Background: an optimization exercise with open tools, aiming at small area. Do not read the settings as production practice. The RTL was checked by simulation tests, not by an equivalence proof against the original design.

[design/flow/config.mk]
export PLATFORM = sky130hd
export DESIGN_NAME = calc_entry_fsm
export DESIGN_NICKNAME = calc_entry_fsm
export VERILOG_FILES = /design/flow/design.v
export SDC_FILE = /design/flow/constraint.sdc
export NUM_CORES = 4
export LEC_CHECK = 0
export CAP_MARGIN = 20
export CORE_MARGIN = 2
export CORE_UTILIZATION = 40
export SLEW_MARGIN = 20
[design/flow/constraint.sdc]
create_clock -name core_clock -period 10.0 [get_ports {clk}]
set_input_delay 2.0000 -clock core_clock [delete_from_list [all_inputs] [get_ports {clk}]]
set_output_delay 2.0000 -clock core_clock [all_outputs]
set_load 0.01 [all_outputs]
[design/flow/design.v]
module calc_entry_fsm (
    input  logic        clk,
    input  logic        rst_n,
    input  logic [3:0]  key_val,
    input  logic        key_pressed,
    output logic [26:0] disp_mag,
    output logic        disp_neg,
    output logic        err,
    output logic        busy
);
    localparam logic [2:0] S_A = 3'd0, S_B = 3'd1, S_SHOW = 3'd2, S_ERR = 3'd3, S_CALC = 3'd4;
    localparam logic [1:0] OP_ADD = 2'd0, OP_SUB = 2'd1, OP_MUL = 2'd2, OP_DIV = 2'd3;
    localparam logic [30:0] MAX_MAG = 31'd99_999_999;
    logic [2:0]  st, st_nx;
    logic        a_s, a_s_nx;        
    logic [26:0] a_m, a_m_nx;        
    logic [13:0] b, b_nx;
    logic        r_s, r_s_nx;        
    logic [26:0] r_m, r_m_nx;        
    logic [26:0] p, p_nx;            
    logic        ovf, ovf_nx;        
    logic [1:0]  op, op_nx;
    logic [1:0]  cop, cop_nx;
    logic        chain, chain_nx;
    logic        bseen, bseen_nx;
    logic [4:0]  dcnt, dcnt_nx;
    logic       is_digit, is_op, is_eq, is_clr;
    logic [1:0] key_op;
    always_comb begin
        is_digit = key_pressed && (key_val <= 4'd9);
        is_clr   = key_pressed && (key_val == 4'd11);
        is_eq    = key_pressed && (key_val == 4'd15);
        is_op    = key_pressed && (key_val == 4'd10 || key_val == 4'd12 ||
                                   key_val == 4'd13 || key_val == 4'd14);
        key_op   = {key_val[1], key_val[0] | ~key_val[2]};
    end
    logic [9:0]  dx;
    logic [13:0] dy;
    logic        a_small, b_small, b_nz, b_one;
    always_comb begin
        dx      = (st == S_B) ? b[9:0] : a_m[9:0];
        dy      = {dx, 3'b000} + {3'b000, dx, 1'b0} + {10'd0, key_val};
        a_small = (a_m[13:0] < 14'd1000);
        b_small = (b < 14'd1000);
        b_nz    = (b != 14'd0);
        b_one   = (b == 14'd1);
    end
    logic [30:0] u2;
    logic        u2_ovf;
    always_comb begin
        u2 = {1'b0, p, 3'b000} + {3'b000, p, 1'b0}
           + (key_val[3] ? {1'b0, a_m, 3'b000} : key_val[2] ? {2'b00, a_m, 2'b00} : 31'd0)
           + (key_val[1] ? {3'b000, a_m, 1'b0} : 31'd0)
           + (key_val[0] ? {4'b0000, a_m} : 31'd0);
        u2_ovf = (u2 > MAX_MAG);
    end
    logic        divm, eff_sub, ge, invx, invy;
    logic [26:0] ax, by;
    logic [15:0] s_lo;
    logic [11:0] s_hi;
    logic [26:0] sum;
    logic        sum_ovf;
    always_comb begin
        divm    = (st == S_CALC);
        eff_sub = (op == OP_SUB) ^ a_s;
        ge      = (a_m >= {13'd0, b});
        invx    = ~divm & eff_sub & ~ge;
        invy    = divm | (eff_sub & ge);
        ax      = {a_m[26:14], a_m[13:0] ^ {14{invx}}};
        by      = {{13{invx | invy}}, b ^ {14{invy}}};
        s_lo    = {1'b0, ax[14:0]} + {1'b0, by[14:0]} + {15'd0, invx | invy};
        s_hi    = ax[26:15] + by[26:15] + {11'd0, s_lo[15]};
        sum     = {s_hi, s_lo[14:0]};
        sum_ovf = ~eff_sub & (sum > MAX_MAG[26:0]);
    end
    logic fin;
    always_comb begin
        st_nx    = st;
        a_s_nx   = a_s;
        a_m_nx   = a_m;
        b_nx     = b;
        r_s_nx   = r_s;
        r_m_nx   = r_m;
        p_nx     = '0;
        ovf_nx   = 1'b0;
        op_nx    = op;
        cop_nx   = cop;
        chain_nx = chain;
        bseen_nx = bseen;
        dcnt_nx  = '0;
        fin      = 1'b0;
        if (is_clr) begin
            st_nx  = S_A;
            a_s_nx = 1'b0;
            a_m_nx = '0;
            r_s_nx = 1'b0;
            r_m_nx = '0;
        end else begin
            case (st)
                S_A: begin
                    if (is_digit) begin
                        if (a_small) a_m_nx = {13'd0, dy};
                    end else if (is_op) begin
                        op_nx    = key_op;
                        b_nx     = '0;
                        bseen_nx = 1'b0;
                        st_nx    = S_B;
                    end
                end
                S_B: begin
                    p_nx   = p;
                    ovf_nx = ovf;
                    if (is_digit) begin
                        bseen_nx = 1'b1;
                        if (b_small) begin
                            b_nx   = dy;
                            p_nx   = u2[26:0];
                            ovf_nx = ovf | u2_ovf;
                        end
                    end else if ((is_op || is_eq) && bseen) begin
                        st_nx    = S_CALC;
                        chain_nx = is_op;
                        cop_nx   = key_op;
                        dcnt_nx  = '0;
                        case (op)
                            OP_ADD, OP_SUB: begin
                                p_nx   = sum;
                                ovf_nx = sum_ovf;
                                a_s_nx = a_s ^ invx;
                            end
                            OP_DIV: begin
                                p_nx   = {a_m[25:0], a_m[26] & b_one};
                                ovf_nx = 1'b0;
                                a_m_nx = {25'd0, a_m[26] & ~b_one, a_m[25]};
                            end
                            default: ;
                        endcase
                    end else if (is_op) begin
                        op_nx = key_op;
                    end
                end
                S_CALC: begin
                    ovf_nx = ovf;
                    fin    = 1'b1;
                    if (op == OP_DIV) begin
                        fin = 1'b0;
                        if (!b_nz) begin
                            st_nx = S_ERR;
                        end else if (dcnt == 5'd26) begin
                            fin = 1'b1;
                        end else begin
                            dcnt_nx = dcnt + 5'd1;
                            p_nx    = {p[25:0], s_lo[15]};
                            a_m_nx  = {12'd0, s_lo[15] ? s_lo[13:0] : a_m[13:0], p[25]};
                        end
                    end
                    if (fin) begin
                        if (ovf) begin
                            st_nx  = S_ERR;
                            r_s_nx = 1'b0;
                            r_m_nx = '0;
                        end else begin
                            r_s_nx = a_s;
                            r_m_nx = p;
                            a_m_nx = p;
                            if (chain) begin
                                b_nx     = '0;
                                bseen_nx = 1'b0;
                                op_nx    = cop;
                                st_nx    = S_B;
                            end else begin
                                st_nx = S_SHOW;
                            end
                        end
                    end else if (!b_nz && op == OP_DIV) begin
                        r_s_nx = 1'b0;
                        r_m_nx = '0;
                    end
                end
                S_SHOW: begin
                    if (is_digit) begin
                        a_s_nx = 1'b0;
                        a_m_nx = {23'd0, key_val};
                        st_nx  = S_A;
                    end else if (is_op) begin
                        op_nx    = key_op;
                        b_nx     = '0;
                        bseen_nx = 1'b0;
                        st_nx    = S_B;
                    end
                end
                default: ;
            endcase
        end
    end
    always_ff @(posedge clk or negedge rst_n) begin
        if (!rst_n) begin
            st  <= S_A;
            a_s <= 1'b0;
            a_m <= '0;
            r_s <= 1'b0;
            r_m <= '0;
        end else begin
            st  <= st_nx;
            a_s <= a_s_nx;
            a_m <= a_m_nx;
            r_s <= r_s_nx;
            r_m <= r_m_nx;
        end
    end
    always_ff @(posedge clk) begin
        b     <= b_nx;
        p     <= p_nx;
        ovf   <= ovf_nx;
        op    <= op_nx;
        cop   <= cop_nx;
        chain <= chain_nx;
        bseen <= bseen_nx;
        dcnt  <= dcnt_nx;
    end
    logic        d_s;
    always_comb begin
        if (st == S_A || (st == S_B && !b_nz)) begin
            d_s      = a_s;
            disp_mag = a_m;
        end else if (st == S_B) begin
            d_s      = 1'b0;
            disp_mag = {13'd0, b};
        end else begin
            d_s      = r_s;
            disp_mag = r_m;
        end
        disp_neg = d_s & (disp_mag != 27'd0);
        err      = (st == S_ERR);
        busy     = (st == S_CALC);
    end
endmodule
[design/flow/run.sh]
#!/bin/bash
# synth_recipe.tcl (not shown) runs the flow's synth.tcl, then flattens the netlist and writes it again
# the make line also repeats each setting of config.mk as NAME=value (left out here)
make -C /OpenROAD-flow-scripts/flow DESIGN_CONFIG=/design/flow/config.mk WORK_HOME=/design/flow/orfs CLKGATE_MAP_FILE= SYNTH_SCRIPT=/design/flow/synth_recipe.tcl finish
==> metrics.md, run 1 <==
| Metric | Value |
|---|---|
| Initial Util | `about two fifths` |
| Final period utilization | `approximately 87%` |
| Setup slack, reg-to-reg | `around 1.3 ns` |
| Simple-gate area share of the yosys netlist | `~17%` |
| CTS sink cnt | `112` |
| DRT antenna net count | `0` |
| Layout cell share with drive strength beyond 1 | `under 10%` |
| Root Driver | `clkbuf_16` |
| DR iter-0 viols | `~1200` |
| Fill count | `3113` |
| Worst Max-Slew Pin Slew | `just over 1 ns` |
| GR Overflow Total | `0` |
| Die Y | `183 um` |
| Vias in the first global route | `roughly 12000` |
| Row count | `65` |
| Synth warn | `1` |
| Post-CTS Setup Inserts | `0` |
| H-tree depth | `3` |
| Worst Hold End | `dcnt[0]$_SDFF_PP0_` |
| Core region area | `~31000 um^2` |
| Reg2reg end | `ovf$_SDFFE_PP0P_` |
| Pin count of the biggest net entering global routing | `60` |
| IO Count | `37` |
| Post-synthesis sequential area ratio | `21.5%` |
| Top-count cell post-synth | `nand2_1` |
| Syn avg cell area | `8.28 um^2` |
| Critical Path Start Type | `flip-flop` |
| Hold depth | `1` |
| First-pass GRT wire length | `roughly 70 mm` |
| Total wire length | `45.1 mm` |
| Tot GR Track Use | `between 20% and 30%` |
| CTS-repair resized insts | `0` |
| Unique masters post-synth | `a little over 90` |
| CTS Hold Bufs | `0` |
| Ys async rst share | `a little over half` |
| Initial antenna violation count | `0` |
| Register area | `about 2700 um^2` |
| Largest family of logic cells by synthesized area | `compound AO/OA/AOI/OAI gates` |
| Post-Synth XOR/XNOR Area | `5.43%` |
| Setup TNS | `0 ns` |
| Compound-cell area share of the yosys netlist | `25.5%` |
| Final Cell Area | `roughly 14000 um^2` |
| Antenna cell count | `0` |
| Largest area contributor in the netlist | `fa_1` |
| Post-synth EDFFs | `20` |
| Hold Vio Cnt, Final | `0` |
| R2R depth | `32` |
| Synth top area cells | `fa_1 (13%), dfrtp_1 (12%), ha_1 (8.8%)` |
| WS Path Type | `flip-flop to flip-flop` |
| Reg2reg start | `a_m[1]$_DFFE_PN0P_` |
| DP HPWL | `roughly 34 mm` |
| Slew margin rel. | `a little under a third` |
| DRT Pass-1 Iters | `6` |
| Hold WC Path Type | `flip-flop to flip-flop` |
| Max Fclk | `around 110 MHz` |
| Crit-path slowest cell | `nor2_2` |
| Die area | `~33000 um^2` |
| CTS tree | `yes` |
| Mux share of post-synthesis cell area | `1.28%` |
| Final core utilization | `a little over two fifths` |
| Required time of the critical path | `10.25 ns` |
| RSZ-0062 raised after global routing | `no` |
| Post-synth top flop | `dfrtp_1` |
| Final nets | `around 1700` |
| Synth top cells by count | `nand2_1 (176), a21oi_1 (121), nor2_1 (112), inv_1 (99), ha_1 (90)` |
| Post-Syn Instances | `1539` |
| Drt drc | `0` |
| Crit end category | `flip-flop` |
| Post-Syn Area | `around 13000 um^2` |
| Area Overhead vs Synth | `7.03%` |
| Clock skew | `around 0.012 ns` |
| WL per Instance | `approximately 24 um` |
| #FFs+latches synth | `112` |
| Placer Congestion | `0.938` |
| Vias/cell | `6.27` |
| CTS Buf Count | `9` |
| Post-synthesis adder-cell area fraction | `~22%` |
| Outcome | `finished clean` |
| Detailed-route via count | `roughly 12000` |
| Max incr delay on CP | `roughly 0.75 ns` |
| Synth top area share | `between 10% and 20%` |
| Reg clk slew, reported paths | `roughly 0.090 ns` |
| Area after DPL | `13400 um^2` |
| Max clock buf depth | `2` |
| Area of the multi-input gates | `9200 um^2` |
| Die X | `between 150 and 200 um` |
| Net count after synthesis | `1721` |
| Critical Path Fanout Max | `19` |
| Hold Path Origin | `dcnt[0]$_SDFF_PP0_` |
| Min Hold Slack | `between 0.4 and 0.5 ns` |
| WP data arrival | `approximately 9 ns` |
| Final setup viols | `0` |
| Most used cell, CP | `o21a_1` |
| Worst-Skew Late Latency | `around 0.38 ns` |
| Max-Cap Viols | `0` |
| Fin. max-slew vios | `0` |
| Final min period | `approximately 8.7 ns` |
| Port Buffers | `36` |
[worst max-delay path by stage]
stage	startpoint	endpoint	slack, ns	depth (start not counted)
after floorplan	key_val[2]	ovf$_SDFFE_PP0P_	3.16	20
after global placement	st[2]$_DFFE_PN0P_	ovf$_SDFFE_PP0P_	1.57	27
after detailed placement	a_m[1]$_DFFE_PN0P_	ovf$_SDFFE_PP0P_	1.39	32
after CTS	a_m[1]$_DFFE_PN0P_	ovf$_SDFFE_PP0P_	1.36	32
after global routing	a_m[1]$_DFFE_PN0P_	ovf$_SDFFE_PP0P_	0.61	32
final	a_m[1]$_DFFE_PN0P_	ovf$_SDFFE_PP0P_	1.29	32
[worst max-delay path, delay by kind of cell, from the launching register on]
kind | cells | cell delay, ns
flops | 1 | 0.71
mux | 1 | 0.29
buf+inv | 1 | 0.14
simple gates | 8 | 1.99
fa+ha+maj | 4 | 1.60
xor+xnor | 1 | 0.18
compound gates | 17 | 3.64
[kinds of logic (layout without fill, tap and decap cells)]
| logic type | count (synthesis) | count (layout) |
|---|---|---|
| AND/OR/NAND/NOR | 471 | 471 |
| AO/OA/AOI/OAI | 475 | 475 |
| flip-flops | 112 | 112 |
| XOR/XNOR | 79 | 79 |
| buffers and inverters | 211 | 177 |
| adder cells (fa/ha/maj) | 175 | 175 |
| multiplexers | 16 | 16 |
[placed cells by master (no fill, tap or decap), drive strengths merged, types with 21 or more instances in the layout]
cell type,instances
dfrtp,59
buf,26
nand2,177
a21o,25
o21ai,85
a221oi,25
dfxtp,33
xor2,31
and3,40
a21oi,122
nor2,115
nor3,27
nand3,21
a22o,51
fa,85
inv,102
xnor2,48
ha,90
clkdlybuf4s50,35
a211oi,21
a31oi,31
[registers in the layout, indices dropped and copies added (netlist names)]
register / flops
op: 2
bseen: 1
cop: 2
a_m: 27
r_s: 1
dcnt: 5
a_s: 1
chain: 1
r_m: 27
ovf: 1
p: 27
b: 14
st: 3
[area by class of cell]
| class | instances | area share (%) |
|---|---|---|
| well taps | 402 | 3.69 |
| repair buffers | 61 | 3.98 |
| inverters | 100 | 2.75 |
| clock buffers | 10 | 1.68 |
| multi-input cells | 1216 | 67.4 |
| flip-flops and latches | 112 | 20.1 |
| clock inverters | 6 | 0.449 |
[through the flow]
step,instances,setup slack (ns)
6_report,1907,1.29
3_5_place_dp,1891,1.39
3_3_place_gp,1891,1.57
4_1_cts,1907,1.36
2_1_floorplan,1539,3.16
5_1_grt,1907,0.612
[routing by layer]
layer / part of all wire, % / global-route usage [%]
met1: 43 / 38.1
met2: 44 / 41.7
met3: 9.7 / 7.08
met4: 3.3 / 9.90
met5: 0 / 0
==> run 2: changes to the inputs <==
--- a/design/flow/design.v
+++ b/design/flow/design.v
@@ -8,7 +8,7 @@
     output logic        err,
     output logic        busy
 );
-    localparam logic [2:0] S_A = 3'd0, S_B = 3'd1, S_SHOW = 3'd2, S_ERR = 3'd3, S_CALC = 3'd4;
+    localparam logic [2:0] S_A = 3'd0, S_B = 3'd1, S_SHOW = 3'd2, S_ERR = 3'd3;
     localparam logic [1:0] OP_ADD = 2'd0, OP_SUB = 2'd1, OP_MUL = 2'd2, OP_DIV = 2'd3;
     localparam logic [30:0] MAX_MAG = 31'd99_999_999;
     logic [2:0]  st, st_nx;
@@ -20,8 +20,6 @@
     logic [26:0] p, p_nx;            
     logic        ovf, ovf_nx;        
     logic [1:0]  op, op_nx;
-    logic [1:0]  cop, cop_nx;
-    logic        chain, chain_nx;
     logic        bseen, bseen_nx;
     logic [4:0]  dcnt, dcnt_nx;
     logic       is_digit, is_op, is_eq, is_clr;
@@ -46,22 +44,22 @@
         b_one   = (b == 14'd1);
     end
     logic [30:0] u2;
-    logic        u2_ovf;
+    logic        u2_ovf, p_big;
     always_comb begin
         u2 = {1'b0, p, 3'b000} + {3'b000, p, 1'b0}
            + (key_val[3] ? {1'b0, a_m, 3'b000} : key_val[2] ? {2'b00, a_m, 2'b00} : 31'd0)
            + (key_val[1] ? {3'b000, a_m, 1'b0} : 31'd0)
            + (key_val[0] ? {4'b0000, a_m} : 31'd0);
-        u2_ovf = (u2 > MAX_MAG);
+        u2_ovf = (u2[30:27] != 4'd0);
+        p_big  = (p > MAX_MAG[26:0]);
     end
     logic        divm, eff_sub, ge, invx, invy;
     logic [26:0] ax, by;
     logic [15:0] s_lo;
     logic [11:0] s_hi;
     logic [26:0] sum;
-    logic        sum_ovf;
-    always_comb begin
-        divm    = (st == S_CALC);
+    always_comb begin
+        divm    = st[2];
         eff_sub = (op == OP_SUB) ^ a_s;
         ge      = (a_m >= {13'd0, b});
         invx    = ~divm & eff_sub & ~ge;
@@ -71,7 +69,6 @@
         s_lo    = {1'b0, ax[14:0]} + {1'b0, by[14:0]} + {15'd0, invx | invy};
         s_hi    = ax[26:15] + by[26:15] + {11'd0, s_lo[15]};
         sum     = {s_hi, s_lo[14:0]};
-        sum_ovf = ~eff_sub & (sum > MAX_MAG[26:0]);
     end
     logic fin;
     always_comb begin
@@ -84,8 +81,6 @@
         p_nx     = '0;
         ovf_nx   = 1'b0;
         op_nx    = op;
-        cop_nx   = cop;
-        chain_nx = chain;
         bseen_nx = bseen;
         dcnt_nx  = '0;
         fin      = 1'b0;
@@ -118,14 +113,13 @@
                             ovf_nx = ovf | u2_ovf;
                         end
                     end else if ((is_op || is_eq) && bseen) begin
-                        st_nx    = S_CALC;
-                        chain_nx = is_op;
-                        cop_nx   = key_op;
+                        st_nx    = {1'b1, op == OP_DIV, is_op};
+                        op_nx    = key_op;
                         dcnt_nx  = '0;
                         case (op)
                             OP_ADD, OP_SUB: begin
                                 p_nx   = sum;
-                                ovf_nx = sum_ovf;
+                                ovf_nx = 1'b0;
                                 a_s_nx = a_s ^ invx;
                             end
                             OP_DIV: begin
@@ -139,10 +133,10 @@
                         op_nx = key_op;
                     end
                 end
-                S_CALC: begin
+                default: begin   
                     ovf_nx = ovf;
                     fin    = 1'b1;
-                    if (op == OP_DIV) begin
+                    if (st[1]) begin
                         fin = 1'b0;
                         if (!b_nz) begin
                             st_nx = S_ERR;
@@ -155,7 +149,7 @@
                         end
                     end
                     if (fin) begin
-                        if (ovf) begin
+                        if (ovf || p_big) begin
                             st_nx  = S_ERR;
                             r_s_nx = 1'b0;
                             r_m_nx = '0;
@@ -163,16 +157,15 @@
                             r_s_nx = a_s;
                             r_m_nx = p;
                             a_m_nx = p;
-                            if (chain) begin
+                            if (st[0]) begin
                                 b_nx     = '0;
                                 bseen_nx = 1'b0;
-                                op_nx    = cop;
                                 st_nx    = S_B;
                             end else begin
                                 st_nx = S_SHOW;
                             end
                         end
-                    end else if (!b_nz && op == OP_DIV) begin
+                    end else if (!b_nz && st[1]) begin
                         r_s_nx = 1'b0;
                         r_m_nx = '0;
                     end
@@ -189,7 +182,7 @@
                         st_nx    = S_B;
                     end
                 end
-                default: ;
+                S_ERR: ;
             endcase
         end
     end
@@ -213,8 +206,6 @@
         p     <= p_nx;
         ovf   <= ovf_nx;
         op    <= op_nx;
-        cop   <= cop_nx;
-        chain <= chain_nx;
         bseen <= bseen_nx;
         dcnt  <= dcnt_nx;
     end
@@ -232,6 +223,6 @@
         end
         disp_neg = d_s & (disp_mag != 27'd0);
         err      = (st == S_ERR);
-        busy     = (st == S_CALC);
+        busy     = st[2];
     end
 endmodule
==> metrics.md, run 2 <==
| Metric | Value |
|---|---|
| Port Buffers | `36` |
| H-tree depth | `3` |
| Tot GR Track Use | `between 20% and 30%` |
| Final min period | `between 7 and 8 ns` |
| Root Driver | `clkbuf_16` |
| Pin count of the biggest net entering global routing | `60` |
| Net count after synthesis | `between 1500 and 2000` |
| Post-synthesis sequential area ratio | `a little over a fifth` |
| Setup slack, reg-to-reg | `between 2 and 2.5 ns` |
| Final setup viols | `0` |
| Max layer used | `met4` |
| Initial antenna violation count | `0` |
| Post-synth top flop | `dfrtp_1` |
| First-pass GRT wire length | `~65 mm` |
| Synth warn | `1` |
| WP buf/inv | `2` |
| IO Count | `37` |
| Synth top area share | `about 14%` |
| Post-Place Cells | `around 1800` |
| Die area | `approximately 32000 um^2` |
| GR Overflow Total | `0` |
| Commonest non-fill, non-tap cell in the layout | `nand2_1` |
| Fin. max-slew vios | `0` |
| Hold Path Origin | `dcnt[0]$_SDFF_PP0_` |
| Crit-path slowest cell | `dfrtp_1` |
| Vias/cell | `a little over 6` |
| Detailed-route via count | `11500` |
| WL per Instance | `~23 um` |
| CTS Buf Count | `9` |
| Slew margin rel. | `27.0%` |
| Syn avg cell area | `8.29 um^2` |
| Reg2reg start | `a_m[0]$_DFFE_PN0P_` |
| Final nets | `1638` |
| Post-synth EDFFs | `17` |
| Synth top cells by count | `nand2_1 (173), a21oi_1 (107), o21ai_0 (106), nor2_1 (99), inv_1 (95)` |
| Drt drc | `0` |
| Delay-heaviest family, CP | `compound AO/OA/AOI/OAI gates` |
| CTS-repair resized insts | `0` |
| Critical Path Start Type | `flip-flop` |
| Core region area | `just over 30000 um^2` |
| CTS sink cnt | `roughly 110` |
| Total wire length | `around 42 mm` |
| Crit end category | `flip-flop` |
| CTS tree | `yes` |
| Most frequent cells in the layout | `nand2_1 (172), o21ai_0 (106), a21oi_1 (105), nor2_1 (99), inv_1 (95)` |
| Final period utilization | `a little under 80%` |
| Row count | `64` |
| Placer Congestion | `about 0.92` |
| Reg clk slew, reported paths | `around 0.080 ns` |
| WL met2 | `roughly 19 mm` |
| DP HPWL | `about 31 mm` |
| Post-CTS Setup Inserts | `0` |
| Largest area contributor in the netlist | `fa_1` |
| Post-Syn Area | `~12000 um^2` |
| Setup TNS | `0 ns` |
| Worst Max-Slew Pin Slew | `between 1 and 1.5 ns` |
| Antenna cell count | `0` |
| R2R depth | `28` |
| Required time of the critical path | `approximately 10 ns` |
| Met3 Routed Length | `3.22 mm` |
| WP data arrival | `8.04 ns` |
| Max Fclk | `129 MHz` |
| WS Path Type | `flip-flop to flip-flop` |
| Max-Cap Viols | `0` |
| Vias in the first global route | `roughly 11000` |
| CTS Hold Bufs | `0` |
| Routed met1 length | `approximately 18 mm` |
| Unique masters post-synth | `73` |
| Max clock buf depth | `2` |
| Reg2reg end | `p[25]$_SDFFE_PP0P_` |
| Top-count cell post-synth | `nand2_1` |
| Worst Setup SP | `a_m[0]$_DFFE_PN0P_` |
| DR iter-0 viols | `between 1000 and 1500` |
| Cell Count, Final, Fillers Out | `between 1500 and 2000` |
| Hold depth | `1` |
| Area Overhead vs Synth | `7.65%` |
| Outcome | `finished clean` |
| Critical Path Fanout Max | `20` |
| Synth top area cells | `fa_1 (14%), dfrtp_1 (12%), ha_1 (9.2%)` |
| DRT antenna net count | `0` |
| RSZ-0062 raised after global routing | `no` |
| Die Y | `179 um` |
| Die X | `179 um` |
| Post-Syn Instances | `~1500` |
| Ys async rst share | `a little over half` |
| Worst-Skew Late Latency | `0.38 ns` |
| Hold Vio Cnt, Final | `0` |
| Max incr delay on CP | `~0.7 ns` |
| Hold WC Path Type | `flip-flop to flip-flop` |
| Clock skew | `0.0197 ns` |
| #FFs+latches synth | `between 100 and 150` |
| DRT Pass-1 Iters | `6` |
| Biggest regs | `a_m x27, p x27, r_m x27` |
| Layout cell share with drive strength beyond 1 | `roughly 4.7%` |
| Initial Util | `roughly two fifths` |
| Worst Hold End | `dcnt[0]$_SDFF_PP0_` |
[run 2: cell count changes after synthesis, moves of 9 or more]
cell / change
xnor2_1: +11
mux2i_1: +9
nor3_1: +11
o21ai_0: +31
a31oi_1: -14
nor4_1: -11
nor2_1: -13
a21oi_1: -14
a22oi_1: +20
and3_1: -27
clkbuf_1: -14
[run 2: metrics by stage]
step / hold WS, ns / util (%) / area, um^2 / setup slack [ns]
2_1_floorplan: 0.430 / - / 12300 / 3.28
3_3_place_gp: 0.445 / 42.6 / 13000 / 1.75
3_5_place_dp: 0.455 / 42.6 / 13000 / 1.58
4_1_cts: 0.472 / 43.5 / 13200 / 1.95
5_1_grt: 0.484 / 43.5 / 13200 / 1.88
6_report: 0.467 / 43.5 / 13200 / 2.27
[run 2: per-layer routing]
metal	up-vias	global-route usage [%]
li1	5249	-
met1	5601	36.4
met2	562	42.2
met3	104	3.58
met4	0	10.8
met5	-	0
[run 2: final cells by class]
type	count	area, um^2
Clock buffer	10	229
Clock inverter	6	47.5
Fill cell	3048	17200
Inverter	95	357
Multi-Input combinational cell	1177	8900
Sequential cell	109	2650
Tap cell	396	495
Timing Repair Buffer	64	561
[run 2: worst max-delay path by stage]
stage / cells past startpoint / endpoint
after detailed placement: 19 / ovf$_SDFFE_PP0P_
after floorplan: 19 / ovf$_SDFFE_PP0P_
after CTS: 19 / ovf$_SDFFE_PP0P_
after global placement: 19 / ovf$_SDFFE_PP0P_
after global routing: 28 / p[25]$_SDFFE_PP0P_
final: 28 / p[25]$_SDFFE_PP0P_
[run 2: cell families after synthesis]
family | Yosys count | share of synthesized area (%)
mux | 24 | 1.96
buf+inv | 196 | 6.28
simple gates | 419 | 15.4
xor+xnor | 86 | 6.13
fa+ha+maj | 175 | 23.0
compound gates | 473 | 25.7
flops | 109 | 21.5
==> run 3: changes to the inputs <==
--- a/design/flow/design.v
+++ b/design/flow/design.v
@@ -10,7 +10,7 @@
 );
     localparam logic [2:0] S_A = 3'd0, S_B = 3'd1, S_SHOW = 3'd2, S_ERR = 3'd3;
     localparam logic [1:0] OP_ADD = 2'd0, OP_SUB = 2'd1, OP_MUL = 2'd2, OP_DIV = 2'd3;
-    localparam logic [30:0] MAX_MAG = 31'd99_999_999;
+    localparam logic [26:0] MAX_MAG = 27'd99_999_999;
     logic [2:0]  st, st_nx;
     logic        a_s, a_s_nx;        
     logic [26:0] a_m, a_m_nx;        
@@ -36,39 +36,37 @@
     logic [13:0] dy;
     logic        a_small, b_small, b_nz, b_one;
     always_comb begin
-        dx      = (st == S_B) ? b[9:0] : a_m[9:0];
+        dx      = (st == S_B) ? b[9:0] : (st == S_A) ? a_m[9:0] : 10'd0;
         dy      = {dx, 3'b000} + {3'b000, dx, 1'b0} + {10'd0, key_val};
         a_small = (a_m[13:0] < 14'd1000);
         b_small = (b < 14'd1000);
         b_nz    = (b != 14'd0);
         b_one   = (b == 14'd1);
     end
-    logic [30:0] u2;
-    logic        u2_ovf, p_big;
-    always_comb begin
-        u2 = {1'b0, p, 3'b000} + {3'b000, p, 1'b0}
-           + (key_val[3] ? {1'b0, a_m, 3'b000} : key_val[2] ? {2'b00, a_m, 2'b00} : 31'd0)
-           + (key_val[1] ? {3'b000, a_m, 1'b0} : 31'd0)
-           + (key_val[0] ? {4'b0000, a_m} : 31'd0);
-        u2_ovf = (u2[30:27] != 4'd0);
-        p_big  = (p > MAX_MAG[26:0]);
-    end
-    logic        divm, eff_sub, ge, invx, invy;
-    logic [26:0] ax, by;
-    logic [15:0] s_lo;
-    logic [11:0] s_hi;
-    logic [26:0] sum;
-    always_comb begin
-        divm    = st[2];
+    logic        dmode, eff_sub, ge, invx, invy, cin;
+    logic [26:0] pg;
+    logic [30:0] r0, r1, r2, r3, r4, u2;
+    logic        u2_ovf, p_big, dge;
+    always_comb begin
+        dmode   = (st == S_B) && is_digit;
         eff_sub = (op == OP_SUB) ^ a_s;
         ge      = (a_m >= {13'd0, b});
-        invx    = ~divm & eff_sub & ~ge;
-        invy    = divm | (eff_sub & ge);
-        ax      = {a_m[26:14], a_m[13:0] ^ {14{invx}}};
-        by      = {{13{invx | invy}}, b ^ {14{invy}}};
-        s_lo    = {1'b0, ax[14:0]} + {1'b0, by[14:0]} + {15'd0, invx | invy};
-        s_hi    = ax[26:15] + by[26:15] + {11'd0, s_lo[15]};
-        sum     = {s_hi, s_lo[14:0]};
+        invx    = ~st[2] & eff_sub & ~ge;
+        invy    = st[2] | (eff_sub & ge);
+        cin     = ~dmode & (invx | invy);
+        pg      = st[2] ? 27'd0 : p;
+        r0      = {1'b0, pg, 3'b000};
+        r1      = {3'b000, pg, cin};
+        r2      = (dmode && key_val[3]) ? {1'b0, a_m, 3'b000} :
+                  (dmode && key_val[2]) ? {2'b00, a_m, 2'b00} : 31'd0;
+        r3      = dmode ? (key_val[1] ? {3'b000, a_m, 1'b0} : 31'd0)
+                        : {{17{invx | invy}}, b ^ {14{invy}}};
+        r4      = (dmode && !key_val[0]) ? 31'd0
+                                         : {4'b0000, a_m[26:14], a_m[13:0] ^ {14{invx & ~dmode}}};
+        u2      = r0 + r1 + r2 + r3 + r4;
+        u2_ovf  = (u2[30:27] != 4'd0);
+        p_big   = (p > MAX_MAG);
+        dge     = ~u2[15];
     end
     logic fin;
     always_comb begin
@@ -108,9 +106,11 @@
                     if (is_digit) begin
                         bseen_nx = 1'b1;
                         if (b_small) begin
-                            b_nx   = dy;
-                            p_nx   = u2[26:0];
-                            ovf_nx = ovf | u2_ovf;
+                            b_nx = dy;
+                            if (op == OP_MUL) begin
+                                p_nx   = u2[26:0];
+                                ovf_nx = ovf | u2_ovf;
+                            end
                         end
                     end else if ((is_op || is_eq) && bseen) begin
                         st_nx    = {1'b1, op == OP_DIV, is_op};
@@ -118,7 +118,7 @@
                         dcnt_nx  = '0;
                         case (op)
                             OP_ADD, OP_SUB: begin
-                                p_nx   = sum;
+                                p_nx   = u2[26:0];
                                 ovf_nx = 1'b0;
                                 a_s_nx = a_s ^ invx;
                             end
@@ -144,8 +144,8 @@
                             fin = 1'b1;
                         end else begin
                             dcnt_nx = dcnt + 5'd1;
-                            p_nx    = {p[25:0], s_lo[15]};
-                            a_m_nx  = {12'd0, s_lo[15] ? s_lo[13:0] : a_m[13:0], p[25]};
+                            p_nx    = {p[25:0], dge};
+                            a_m_nx  = {12'd0, dge ? u2[13:0] : a_m[13:0], p[25]};
                         end
                     end
                     if (fin) begin
@@ -173,7 +173,7 @@
                 S_SHOW: begin
                     if (is_digit) begin
                         a_s_nx = 1'b0;
-                        a_m_nx = {23'd0, key_val};
+                        a_m_nx = {13'd0, dy};
                         st_nx  = S_A;
                     end else if (is_op) begin
                         op_nx    = key_op;
==> metrics.md, run 3 <==
| Metric | Value |
|---|---|
| Outcome | `finished clean` |
| WL per Instance | `~23 um` |
| Max clock buf depth | `2` |
| Antenna cell count | `0` |
| R2R depth | `26` |
| Crit end category | `flip-flop` |
| Row count | `between 60 and 70` |
| Post-synth top flop | `dfrtp_1` |
| Post-synthesis sequential area ratio | `a little under a quarter` |
| Post-Syn Instances | `1311` |
| Reg2reg start | `a_m[1]$_DFFE_PN0P_` |
| Most used cell, CP | `fa_1` |
| Max Fclk | `~120 MHz` |
| Initial Util | `between 40% and 50%` |
| Critical Path Start Type | `primary input` |
| Total wire length | `38.0 mm` |
| Syn avg cell area | `just under 9 um^2` |
| GR Overflow Total | `0` |
| Commonest non-fill, non-tap cell in the layout | `nand2_1` |
| Post-synth EDFFs | `17` |
| CTS sink cnt | `about 110` |
| Synth top area cells | `fa_1 (15%), dfrtp_1 (13%), ha_1 (7.6%)` |
| Top-count cell post-synth | `nand2_1` |
| Final setup viols | `0` |
| CTS Hold Bufs | `0` |
| Hold Vio Cnt, Final | `0` |
| Post-Syn Area | `between 10000 and 15000 um^2` |
| DRT Pass-1 Iters | `9` |
| Dpl ws | `1.22 ns` |
| Vias/cell | `between 6 and 7` |
| Delay-heaviest family, CP | `compound AO/OA/AOI/OAI gates` |
| Die X | `~170 um` |
| Final nets | `approximately 1400` |
| Die area | `a little under 30000 um^2` |
| Final Cell Area | `around 12000 um^2` |
| CTS Buf Count | `9` |
| DR iter-0 viols | `between 1000 and 1500` |
| Register area | `~2600 um^2` |
| WS Path Type | `primary input to flip-flop` |
| Max incr delay on CP | `0.73 ns` |
| WP data arrival | `8.71 ns` |
| Setup slack, reg-to-reg | `about 2.3 ns` |
| Area of the multi-input gates | `between 8000 and 9000 um^2` |
| Crit-path slowest cell | `a31oi_4` |
| Critical Path Fanout Max | `18` |
| DP HPWL | `around 28 mm` |
| Hold Path Origin | `dcnt[0]$_SDFF_PP0_` |
| Drt drc | `0` |
| First-pass GRT wire length | `roughly 60 mm` |
| Reg clk slew, reported paths | `~0.090 ns` |
| Reg2reg end | `a_m[12]$_DFFE_PN0P_` |
| Final period utilization | `84.5%` |
| Setup TNS | `0 ns` |
| Max-Cap Viols | `0` |
| CTS tree | `yes` |
| Fin. max-slew vios | `0` |
| WP buf/inv | `5` |
| Die Y | `173 um` |
| RSZ-0062 raised after global routing | `no` |
| Worst-Skew Late Latency | `~0.38 ns` |
| Worst-path cell chain | `clkdlybuf4s50_1 > o21ai_1 > nand2_1 > nor2_1 > buf_4 > nand4b_1 > nand2_1 > mux2i_1 > fa_1 > inv_1 > fa_1 > fa_1 > inv_1 > ha_1 > inv_1 > fa_1 > nor2b_1 > o31a_1 > o2111ai_4 > a31oi_4 > mux2i_1 > a21oi_1 > a21oi_1 > o31ai_2` |
| Placer Congestion | `0.912` |
| Unique masters post-synth | `between 80 and 90` |
| Final core utilization | `between 40% and 50%` |
| #FFs+latches synth | `roughly 110` |
| Port Buffers | `36` |
| Net count after synthesis | `between 1000 and 1500` |
| IO Count | `37` |
| Fill count | `roughly 2800` |
| Tot GR Track Use | `between 20% and 30%` |
| Ys async rst share | `about 54%` |
| Final min period | `8.45 ns` |
| Hold depth | `1` |
| Layout cell share with drive strength beyond 1 | `under 10%` |
| Clock skew | `0.0207 ns` |
| Worst Hold End | `dcnt[0]$_SDFF_PP0_` |
| H-tree depth | `3` |
| Initial antenna violation count | `1` |
| Setup ws final | `1.55 ns` |
| Biggest regs | `a_m x27, p x27, r_m x27` |
| Area after DPL | `12000 um^2` |
| Slew margin rel. | `29.3%` |
| Root Driver | `clkbuf_16` |
| Core region area | `~28000 um^2` |
| Synth top area share | `between 10 and 15%` |
| Worst Max-Slew Pin Slew | `about 1.1 ns` |
| Synth warn | `1` |
| DRT antenna net count | `0` |
| Detailed-route via count | `10200` |
| Synth top cells by count | `nand2_1 (137), nor2_1 (105), a21oi_1 (92), fa_1 (83), a22o_1 (81)` |
| Vias in the first global route | `between 10000 and 15000` |
| Largest area contributor in the netlist | `fa_1` |
| CTS-repair resized insts | `0` |
| Most frequent cells in the layout | `nand2_1 (137), nor2_1 (104), a21oi_1 (91), fa_1 (83), a22o_1 (81)` |
| Post-CTS Setup Inserts | `0` |
| Area Overhead vs Synth | `8.09%` |
| Required time of the critical path | `slightly above 10 ns` |
| Hold WC Path Type | `flip-flop to flip-flop` |
| Pin count of the biggest net entering global routing | `60` |
[run 3: routing by layer]
metal / track usage (%) / up-vias / part of all wire [%]
met5: 0 / - / 0
met1: 34.2 / 5025 / 42
met4: 8.76 / 0 / 3.3
met3: 3.96 / 84 / 7.2
li1: - / 4659 / -
met2: 41.7 / 443 / 48
[run 3: area by class of cell]
type                    instances  area share [%]
flip-flops and latches        109            21.5
multi-input cells            1040            66.0
well taps                     378            3.84
repair buffers                 57            4.17
clock inverters                 7           0.742
inverters                      63            1.92
clock buffers                   9            1.83
[run 3: cell families (layout without fill, tap and decap cells)]
family / Yosys count / count (layout) / synth area share, %
adder cells (fa/ha/maj): 152 / 152 / 22.2
flip-flops: 109 / 109 / 23.2
AO/OA/AOI/OAI: 406 / 406 / 25.3
AND/OR/NAND/NOR: 394 / 394 / 16.3
XOR/XNOR: 48 / 48 / 3.69
multiplexers: 40 / 40 / 3.56
buffers and inverters: 162 / 136 / 5.72
[run 3: through the flow]
| stage | hold WS (ns) | cells |
|---|---|---|
| final | 0.477 | 1663 |
| after global routing | 0.510 | 1663 |
| after CTS | 0.482 | 1663 |
| after detailed placement | 0.461 | 1647 |
| after global placement | 0.446 | 1647 |
| after floorplan | 0.430 | 1311 |
[run 3: how the worst max path moves through the flow]
stage / from / to / slack (ns) / depth (start not counted)
finish: key_val[2] / a_m[12]$_DFFE_PN0P_ / 1.55 / 24
global placement: key_val[2] / a_m[12]$_DFFE_PN0P_ / 1.48 / 24
global route: key_val[2] / a_m[12]$_DFFE_PN0P_ / 1.16 / 24
detailed placement: key_val[2] / a_m[12]$_DFFE_PN0P_ / 1.22 / 24
CTS: key_val[2] / a_m[12]$_DFFE_PN0P_ / 1.63 / 24
floorplan: key_val[2] / a_m[6]$_DFFE_PN0P_ / 2.74 / 20
==> run 4: changes to the inputs <==
--- a/design/flow/design.v
+++ b/design/flow/design.v
@@ -11,6 +11,7 @@
     localparam logic [2:0] S_A = 3'd0, S_B = 3'd1, S_SHOW = 3'd2, S_ERR = 3'd3;
     localparam logic [1:0] OP_ADD = 2'd0, OP_SUB = 2'd1, OP_MUL = 2'd2, OP_DIV = 2'd3;
     localparam logic [26:0] MAX_MAG = 27'd99_999_999;
+    localparam logic [4:0]  LFSR_START = 5'b00001, LFSR_END = 5'b10101;
     logic [2:0]  st, st_nx;
     logic        a_s, a_s_nx;        
     logic [26:0] a_m, a_m_nx;        
@@ -21,7 +22,6 @@
     logic        ovf, ovf_nx;        
     logic [1:0]  op, op_nx;
     logic        bseen, bseen_nx;
-    logic [4:0]  dcnt, dcnt_nx;
     logic       is_digit, is_op, is_eq, is_clr;
     logic [1:0] key_op;
     always_comb begin
@@ -66,7 +66,7 @@
         u2      = r0 + r1 + r2 + r3 + r4;
         u2_ovf  = (u2[30:27] != 4'd0);
         p_big   = (p > MAX_MAG);
-        dge     = ~u2[15];
+        dge     = ~(u2[15] ^ a_m[15]);
     end
     logic fin;
     always_comb begin
@@ -80,7 +80,6 @@
         ovf_nx   = 1'b0;
         op_nx    = op;
         bseen_nx = bseen;
-        dcnt_nx  = '0;
         fin      = 1'b0;
         if (is_clr) begin
             st_nx  = S_A;
@@ -115,7 +114,6 @@
                     end else if ((is_op || is_eq) && bseen) begin
                         st_nx    = {1'b1, op == OP_DIV, is_op};
                         op_nx    = key_op;
-                        dcnt_nx  = '0;
                         case (op)
                             OP_ADD, OP_SUB: begin
                                 p_nx   = u2[26:0];
@@ -125,7 +123,7 @@
                             OP_DIV: begin
                                 p_nx   = {a_m[25:0], a_m[26] & b_one};
                                 ovf_nx = 1'b0;
-                                a_m_nx = {25'd0, a_m[26] & ~b_one, a_m[25]};
+                                a_m_nx = {7'd0, LFSR_START, 13'd0, a_m[26] & ~b_one, a_m[25]};
                             end
                             default: ;
                         endcase
@@ -140,12 +138,12 @@
                         fin = 1'b0;
                         if (!b_nz) begin
                             st_nx = S_ERR;
-                        end else if (dcnt == 5'd26) begin
+                        end else if (a_m[19:15] == LFSR_END) begin
                             fin = 1'b1;
                         end else begin
-                            dcnt_nx = dcnt + 5'd1;
                             p_nx    = {p[25:0], dge};
-                            a_m_nx  = {12'd0, dge ? u2[13:0] : a_m[13:0], p[25]};
+                            a_m_nx  = {7'd0, a_m[18:15], a_m[19] ^ a_m[17],
+                                       dge ? u2[13:0] : a_m[13:0], p[25]};
                         end
                     end
                     if (fin) begin
@@ -207,7 +205,6 @@
         ovf   <= ovf_nx;
         op    <= op_nx;
         bseen <= bseen_nx;
-        dcnt  <= dcnt_nx;
     end
     logic        d_s;
     always_comb begin
==> metrics.md, run 4 <==
| Metric | Value |
|---|---|
| Synth top cells by count | `nand2_1 (177), nor2_1 (125), a21oi_1 (96), clkbuf_1 (85), fa_1 (83)` |
| Crit-path slowest cell | `clkdlybuf4s50_1` |
| CTS Hold Bufs | `0` |
| Final setup viols | `0` |
| Core region area | `28800 um^2` |
| #FFs+latches synth | `between 100 and 150` |
| Synth warn | `1` |
| Outcome | `finished clean` |
| Syn avg cell area | `8.24 um^2` |
| Unique masters post-synth | `90` |
| Largest area contributor in the netlist | `fa_1` |
| WL per Instance | `approximately 24 um` |
| Total wire length | `41.7 mm` |
| Worst-Skew Late Latency | `approximately 0.38 ns` |
| Tot GR Track Use | `27.7%` |
| DR iter-0 viols | `1504` |
| Final period utilization | `between 80% and 90%` |
| Area of the multi-input gates | `8460 um^2` |
| Worst Max-Slew Pin Slew | `roughly 1.1 ns` |
| GR Overflow Total | `0` |
| RSZ-0062 raised after global routing | `no` |
| DP HPWL | `roughly 31 mm` |
| DRT antenna net count | `0` |
| First-pass GRT wire length | `roughly 65 mm` |
| Post-Syn Area | `about 12000 um^2` |
| Required time of the critical path | `10.27 ns` |
| Root Driver | `clkbuf_16` |
| Pin count of the biggest net entering global routing | `60` |
| Setup slack, reg-to-reg | `roughly 2.2 ns` |
| Final min period | `about 8.6 ns` |
| Placer Congestion | `0.913` |
| Biggest regs | `a_m x27, p x27, r_m x27` |
| Row count | `62` |
| Fill count | `about 2900` |
| Die Y | `about 180 um` |
| Delay-heaviest family, CP | `compound AO/OA/AOI/OAI gates` |
| Detailed-route via count | `around 11000` |
| Max-Cap Viols | `0` |
| CTS Buf Count | `9` |
| Post-synthesis sequential area ratio | `between 20% and 30%` |
| H-tree depth | `3` |
| Final nets | `1540` |
| WP data arrival | `8.90 ns` |
| Max clock buf depth | `2` |
| Max Fclk | `116 MHz` |
| Critical Path Start Type | `primary input` |
| WS Path Type | `primary input to flip-flop` |
| Clock skew | `approximately 0.022 ns` |
| Post-Syn Instances | `~1400` |
| Die area | `about 31000 um^2` |
| Drt drc | `0` |
| Initial antenna violation count | `1` |
| Post-Place Cells | `approximately 1800` |
| CTS sink cnt | `approximately 100` |
| Fin. max-slew vios | `0` |
| Ys async rst share | `between 50% and 60%` |
| IO Count | `37` |
| Post-CTS Setup Inserts | `0` |
| CTS tree | `yes` |
| Post-synth top flop | `dfrtp_1` |
| Initial Util | `approximately 41%` |
| Most frequent cells in the layout | `nand2_1 (177), nor2_1 (123), a21oi_1 (94), fa_1 (83), a22o_1 (79)` |
| Vias/cell | `between 6 and 7` |
| Reg clk slew, reported paths | `0.08 ns` |
| Slew margin rel. | `approximately a quarter` |
| Setup TNS | `0 ns` |
| Area Overhead vs Synth | `7.68%` |
| Commonest non-fill, non-tap cell in the layout | `nand2_1` |
| Most used cell, CP | `fa_1` |
| DRT Pass-1 Iters | `5` |
| Post-synth EDFFs | `17` |
| Net count after synthesis | `between 1500 and 2000` |
| Hold Vio Cnt, Final | `0` |
| Synth top area cells | `fa_1 (14%), dfrtp_1 (13%), ha_1 (7.2%)` |
| Synth top area share | `around 14%` |
| Vias in the first global route | `approximately 11000` |
| Die X | `roughly 180 um` |
| Critical Path Fanout Max | `14` |
| Max incr delay on CP | `0.64 ns` |
| Crit end category | `flip-flop` |
| Layout cell share with drive strength beyond 1 | `under 10%` |
| Top-count cell post-synth | `nand2_1` |
| Cell Count, Final, Fillers Out | `about 1800` |
| CTS-repair resized insts | `0` |
| Register area | `2550 um^2` |
| WP buf/inv | `5` |
| Hold WC Path Type | `flip-flop to flip-flop` |
| Port Buffers | `36` |
==> run 4: cell types whose count changed after synthesis, moves of 11 or more <==
cell and change:
nand2_1 +40, o21ai_1 -34, o21ai_0 +22, mux2i_1 -21, nor2_1 +20, inv_1 +14, a31oi_1 +11, clkbuf_1 +11
nand2b_1 +11
==> run 4: worst paths after layout <==
| kind | from | end | cells after the start |
|---|---|---|---|
| hold / removal | r_m[3]$_DFFE_PN0P_ | r_m[3]$_DFFE_PN0P_ | 1 |
| setup reg to reg | a_m[1]$_DFFE_PN0P_ | a_m[12]$_DFFE_PN0P_ | 26 |
| min in group asynchronous | rst_n | r_m[19]$_DFFE_PN0P_ | 2 |
| setup / recovery | key_val[1] | a_m[12]$_DFFE_PN0P_ | 25 |
| hold reg to reg | r_m[3]$_DFFE_PN0P_ | r_m[3]$_DFFE_PN0P_ | 1 |
| max in group asynchronous | rst_n | r_m[7]$_DFFE_PN0P_ | 2 |
==> run 4: metal layers <==
metal  global-route usage (%)  routed length, um
met4                     8.96               1300
met1                     38.2              17600
met2                     43.8              19000
met3                     4.98               3720
met5                        0                  0
==> run 4: kinds of logic after synthesis <==
logic type | synth area share, %
XOR/XNOR | 4.55
buffers and inverters | 6.52
multiplexers | 1.57
AND/OR/NAND/NOR | 19.0
AO/OA/AOI/OAI | 25.3
flip-flops | 21.7
adder cells (fa/ha/maj) | 21.3
==> run 4: layout make-up <==
| cell class | instances | area share, % |
|---|---|---|
| clock buffer | 9 | 1.78 |
| sequential | 104 | 20.2 |
| tap | 384 | 3.81 |
| inverter | 77 | 2.29 |
| timing repair buffer | 62 | 4.36 |
| antenna | 1 | 0.0198 |
| clock inverter | 7 | 0.516 |
| multi-input combinational | 1129 | 67.0 |
==> run 4: stage by stage <==
step	area [um^2]	util [%]	setup WS (ns)	hold WS, ns
after floorplan	11700	-	2.27	0.466
after global placement	12300	42.8	1.28	0.484
after detailed placement	12300	42.8	1.07	0.482
after CTS	12600	43.8	1.47	0.504
after global routing	12600	43.8	0.995	0.523
final	12600	43.9	1.37	0.498
==> run 5: changes to the inputs <==
--- a/design/flow/design.v
+++ b/design/flow/design.v
@@ -33,11 +33,21 @@
         key_op   = {key_val[1], key_val[0] | ~key_val[2]};
     end
     logic [9:0]  dx;
-    logic [13:0] dy;
+    logic [13:0] dy, dq_a, dq_b, dq_c, dq_s, dq_k;
+    logic        dc;
     logic        a_small, b_small, b_nz, b_one;
     always_comb begin
         dx      = (st == S_B) ? b[9:0] : (st == S_A) ? a_m[9:0] : 10'd0;
-        dy      = {dx, 3'b000} + {3'b000, dx, 1'b0} + {10'd0, key_val};
+        dq_a    = {1'b0, dx, 3'b000};
+        dq_b    = {3'b000, dx, 1'b0};
+        dq_c    = {10'd0, key_val};
+        dq_s    = dq_a ^ dq_b ^ dq_c;
+        dq_k    = {(dq_a[12:0] & dq_b[12:0]) | (dq_a[12:0] & dq_c[12:0]) | (dq_b[12:0] & dq_c[12:0]), 1'b0};
+        dc      = 1'b0;
+        for (int i = 0; i < 14; i++) begin
+            dy[i] = dq_s[i] ^ dq_k[i] ^ dc;
+            dc    = (dq_s[i] & dq_k[i]) | (dq_s[i] & dc) | (dq_k[i] & dc);
+        end
         a_small = (a_m[13:0] < 14'd1000);
         b_small = (b < 14'd1000);
         b_nz    = (b != 14'd0);
@@ -46,6 +56,8 @@
     logic        dmode, eff_sub, ge, invx, invy, cin;
     logic [26:0] pg;
     logic [30:0] r0, r1, r2, r3, r4, u2;
+    logic [30:0] t1, t2, t3, k1, k2, k3, x0, x1;
+    logic        ca, c0, c1;
     logic        u2_ovf, p_big, dge;
     always_comb begin
         dmode   = (st == S_B) && is_digit;
@@ -63,7 +75,36 @@
                         : {{17{invx | invy}}, b ^ {14{invy}}};
         r4      = (dmode && !key_val[0]) ? 31'd0
                                          : {4'b0000, a_m[26:14], a_m[13:0] ^ {14{invx & ~dmode}}};
-        u2      = r0 + r1 + r2 + r3 + r4;
+        t1      = r0 ^ r1 ^ r4;
+        k1      = {(r0[29:0] & r1[29:0]) | (r0[29:0] & r4[29:0]) | (r1[29:0] & r4[29:0]), 1'b0};
+        t2      = t1 ^ k1 ^ r3;
+        k2      = {(t1[29:0] & k1[29:0]) | (t1[29:0] & r3[29:0]) | (k1[29:0] & r3[29:0]), 1'b0};
+        t3      = t2 ^ k2 ^ r2;
+        k3      = {(t2[29:0] & k2[29:0]) | (t2[29:0] & r2[29:0]) | (k2[29:0] & r2[29:0]), 1'b0};
+        ca = 1'b0;
+        for (int i = 0; i < 10; i++) begin
+            u2[i] = t3[i] ^ k3[i] ^ ca;
+            ca    = (t3[i] & k3[i]) | (t3[i] & ca) | (k3[i] & ca);
+        end
+        c0 = 1'b0;
+        c1 = 1'b1;
+        for (int i = 10; i < 20; i++) begin
+            x0[i] = t3[i] ^ k3[i] ^ c0;
+            x1[i] = t3[i] ^ k3[i] ^ c1;
+            c0    = (t3[i] & k3[i]) | (t3[i] & c0) | (k3[i] & c0);
+            c1    = (t3[i] & k3[i]) | (t3[i] & c1) | (k3[i] & c1);
+        end
+        for (int i = 10; i < 20; i++) u2[i] = ca ? x1[i] : x0[i];
+        ca = ca ? c1 : c0;
+        c0 = 1'b0;
+        c1 = 1'b1;
+        for (int i = 20; i < 31; i++) begin
+            x0[i] = t3[i] ^ k3[i] ^ c0;
+            x1[i] = t3[i] ^ k3[i] ^ c1;
+            c0    = (t3[i] & k3[i]) | (t3[i] & c0) | (k3[i] & c0);
+            c1    = (t3[i] & k3[i]) | (t3[i] & c1) | (k3[i] & c1);
+        end
+        for (int i = 20; i < 31; i++) u2[i] = ca ? x1[i] : x0[i];
         u2_ovf  = (u2[30:27] != 4'd0);
         p_big   = (p > MAX_MAG);
         dge     = ~(u2[15] ^ a_m[15]);
==> metrics.md, run 5 <==
| Metric | Value |
|---|---|
| Outcome | `finished clean` |
| Crit end category | `flip-flop` |
| H-tree depth | `3` |
| Layout cell share with drive strength beyond 1 | `under 10%` |
| Ys async rst share | `about 57%` |
| Fill count | `roughly 2800` |
| DRT Pass-1 Iters | `6` |
| DR iter-0 viols | `962` |
| Register area | `roughly 2500 um^2` |
| Worst-Skew Late Latency | `0.37 ns` |
| Net count after synthesis | `around 1500` |
| Reg clk slew, reported paths | `approximately 0.080 ns` |
| Antenna cell count | `0` |
| Commonest non-fill, non-tap cell in the layout | `inv_1` |
| Synth top area cells | `fa_1 (17%), dfrtp_1 (13%), ha_1 (6.0%)` |
| WP data arrival | `10.00 ns` |
| First-pass GRT wire length | `approximately 63 mm` |
| CTS tree | `yes` |
| Vias/cell | `5.98` |
| Pin count of the biggest net entering global routing | `60` |
| Detailed-route via count | `between 10000 and 15000` |
| Post-Syn Instances | `~1400` |
| Reg2reg end | `a_m[11]$_DFFE_PN0P_` |
| Synth warn | `1` |
| Post-synth top flop | `dfrtp_1` |
| Setup ws final | `0.260 ns` |
| WL per Instance | `22.6 um` |
| Most frequent cells in the layout | `inv_1 (152), nand2_1 (147), fa_1 (97), nor2_1 (91), a21oi_1 (79)` |
| Area after DPL | `~12000 um^2` |
| Tot GR Track Use | `27.1%` |
| Unique masters post-synth | `77` |
| Worst Max-Slew Pin Slew | `between 1 and 1.5 ns` |
| Die area | `~30000 um^2` |
| Initial Util | `40.4%` |
| Critical Path Fanout Max | `6` |
| Area of the multi-input gates | `between 8000 and 9000 um^2` |
| Largest area contributor in the netlist | `fa_1` |
| Slew margin rel. | `between 20% and 30%` |
| #FFs+latches synth | `~100` |
| Total wire length | `about 40 mm` |
| WS Path Type | `primary input to flip-flop` |
| Post-Syn Area | `about 11000 um^2` |
| Post-Synth XOR/XNOR Area | `under 10%` |
| Port Buffers | `36` |
| Met2 Usage GRT | `43.3%` |
| Hold WC Path Type | `flip-flop to flip-flop` |
| Synth top area share | `around 17%` |
| Root Driver | `clkbuf_16` |
| GRT met1 Usage | `between 30% and 40%` |
| Top-count cell post-synth | `inv_1` |
| Clock skew | `approximately 0.012 ns` |
| Largest family of logic cells by synthesized area | `adder cells` |
| Post-synthesis sequential area ratio | `about 22%` |
| Dpl ws | `-0.158 ns` |
| Initial antenna violation count | `0` |
| R2R depth | `31` |
| Compound-cell area share of the yosys netlist | `22.2%` |
| IO Count | `37` |
| Max clock buf depth | `2` |
| CTS sink cnt | `104` |
| DP HPWL | `between 20 and 30 mm` |
| Setup TNS | `0 ns` |
| GR Overflow Total | `0` |
| Post-synth EDFFs | `17` |
| Final min period | `just under 10 ns` |
| Critical Path Start Type | `primary input` |
| Required time of the critical path | `just over 10 ns` |
| Syn avg cell area | `between 8 and 9 um^2` |
| Fin. max-slew vios | `0` |
| Vias in the first global route | `roughly 11000` |
| DRT antenna net count | `0` |
| Hold Vio Cnt, Final | `0` |
| Area Overhead vs Synth | `11.4%` |
| Setup slack, reg-to-reg | `~0.64 ns` |
| Core region area | `28500 um^2` |
| Die X | `about 170 um` |
| Placer Congestion | `0.923` |
| Max-Cap Viols | `0` |
| Hold depth | `1` |
| Final period utilization | `97.4%` |
| Simple-gate area share of the yosys netlist | `17.2%` |
| Worst Setup SP | `key_val[1]` |
| Die Y | `173 um` |
| Reg2reg start | `b[8]$_SDFFCE_PN0P_` |
| Post-synthesis adder-cell area fraction | `~23%` |
| CTS Buf Count | `9` |
| Mux share of post-synthesis cell area | `under 10%` |
| Max Fclk | `103 MHz` |
| Drt drc | `0` |
| Synth top cells by count | `inv_1 (152), nand2_1 (147), fa_1 (97), nor2_1 (95), clkbuf_1 (84)` |
| Met3 usage | `under 10%` |
| Final Cell Area | `approximately 13000 um^2` |
| Final core utilization | `between 40 and 50%` |
| GRT busiest layer | `met2` |
| Final setup viols | `0` |
| Final nets | `approximately 1500` |
| Critical Path End | `a_m[11]$_DFFE_PN0P_` |
| Row count | `62` |
| Biggest regs | `a_m x27, p x27, r_m x27` |
==> run 5: repair_timing <==
action,in CTS,in global routing
setup endpoints to repair,0,18
endpoints found under the hold margin,0,0
gates resized for setup,0,5
hold buffers,0,0
setup buffers,0,1
==> run 5: cell type report <==
class                           count  area share (%)
Inverter                          152            4.46
Tap cell                          384            3.75
Sequential cell                   104            19.9
Clock inverter                      6           0.391
Clock buffer                       10            1.79
Multi-Input combinational cell   1017            62.7
Timing Repair Buffer              106            6.98
==> run 5: critical path, stage by stage <==
cell and delay [ns]:
clkdlybuf4s50_1 0.48, o21ai_1 0.09, nand2_1 0.09, nor2_1 0.07, a2111o_1 0.44, buf_4 0.17
mux2_2 0.27, fa_1 0.57, fa_1 0.43, fa_1 0.52, fa_1 0.17, inv_1 0.06
fa_1 0.46, fa_1 0.47, fa_1 0.47, fa_1 0.46, fa_1 0.48, fa_1 0.46
nand2b_1 0.16, a21oi_4 0.09, nor4_2 0.32, nor2_2 0.11, xnor2_2 0.14, buf_4 0.17
buf_12 0.14, mux2i_1 0.11, mux2_2 0.27, a221o_1 0.32
==> run 5: worst min path at each step <==
| stage | from | endpoint | slack, ns |
|---|---|---|---|
| final | r_s$_DFFE_PN0P_ | r_s$_DFFE_PN0P_ | 0.51 |
| after global routing | r_m[16]$_DFFE_PN0P_ | r_m[16]$_DFFE_PN0P_ | 0.52 |
| after CTS | r_m[2]$_DFFE_PN0P_ | r_m[2]$_DFFE_PN0P_ | 0.51 |
| after detailed placement | r_m[2]$_DFFE_PN0P_ | r_m[2]$_DFFE_PN0P_ | 0.48 |
| after global placement | r_m[24]$_DFFE_PN0P_ | r_m[24]$_DFFE_PN0P_ | 0.48 |
| after floorplan | r_m[13]$_DFFE_PN0P_ | r_m[13]$_DFFE_PN0P_ | 0.47 |
==> run 5: kinds of logic (layout without fill, tap and decap cells) <==
group / after synthesis / after routing
xor+xnor: 32 / 32
compound gates: 368 / 368
fa+ha+maj: 152 / 152
flops: 104 / 104
buf+inv: 254 / 274
mux: 51 / 51
simple gates: 414 / 414
==> run 5: through the flow <==
step           hold WS [ns]  instances
2_1_floorplan         0.466       1375
3_3_place_gp          0.484       1762
3_5_place_dp          0.481       1762
4_1_cts               0.510       1778
5_1_grt               0.523       1779
6_report              0.511       1779
==> run 5: per-layer routing <==
metal / vias up / wire length (um)
met1: 5203 / 16800
met5: - / 0
met3: 86 / 3480
met2: 520 / 18400
met4: 0 / 1470
li1: 4825 / -

[static timing again, ports no longer ideal]
Ports are ideal in the flow. The routed layouts listed here were re-timed in OpenROAD.
Step 1 (the two cells are an assumption about what drives the block):
set clk [get_ports {clk}]
set_driving_cell -lib_cell sky130_fd_sc_hd__clkbuf_16 $clk
set_driving_cell -lib_cell sky130_fd_sc_hd__buf_2 [delete_from_list [all_inputs] $clk]
Step 2 times the ports against the registers' clock, not the clock port: input delays grow and output delays shrink by t, the midpoint of the rising clock arrivals with the driver on.
Slacks: ideal ports / drivers / drivers and shift; pairs: ideal ports / drivers.
run	t, ns	setup WS [ns]	hold WS [ns]
run 1	0.421	1.290 / 1.290 / 1.290	0.475 / 0.475 / 0.475
run 2	0.412	2.267 / 2.267 / 2.023	0.467 / 0.467 / 0.467
run 3	0.419	1.548 / 1.572 / 1.153	0.477 / 0.477 / 0.477
run 4	0.414	1.371 / 1.387 / 0.973	0.498 / 0.498 / 0.498
run 5	0.416	0.260 / 0.280 / -0.136	0.511 / 0.511 / 0.511
Met with ideal ports but missed after step 2: setup timing in run 5. For run 4, which loses most, drivers alone change the setup slack by +0.016 ns; drivers and shift together by -0.398 ns.
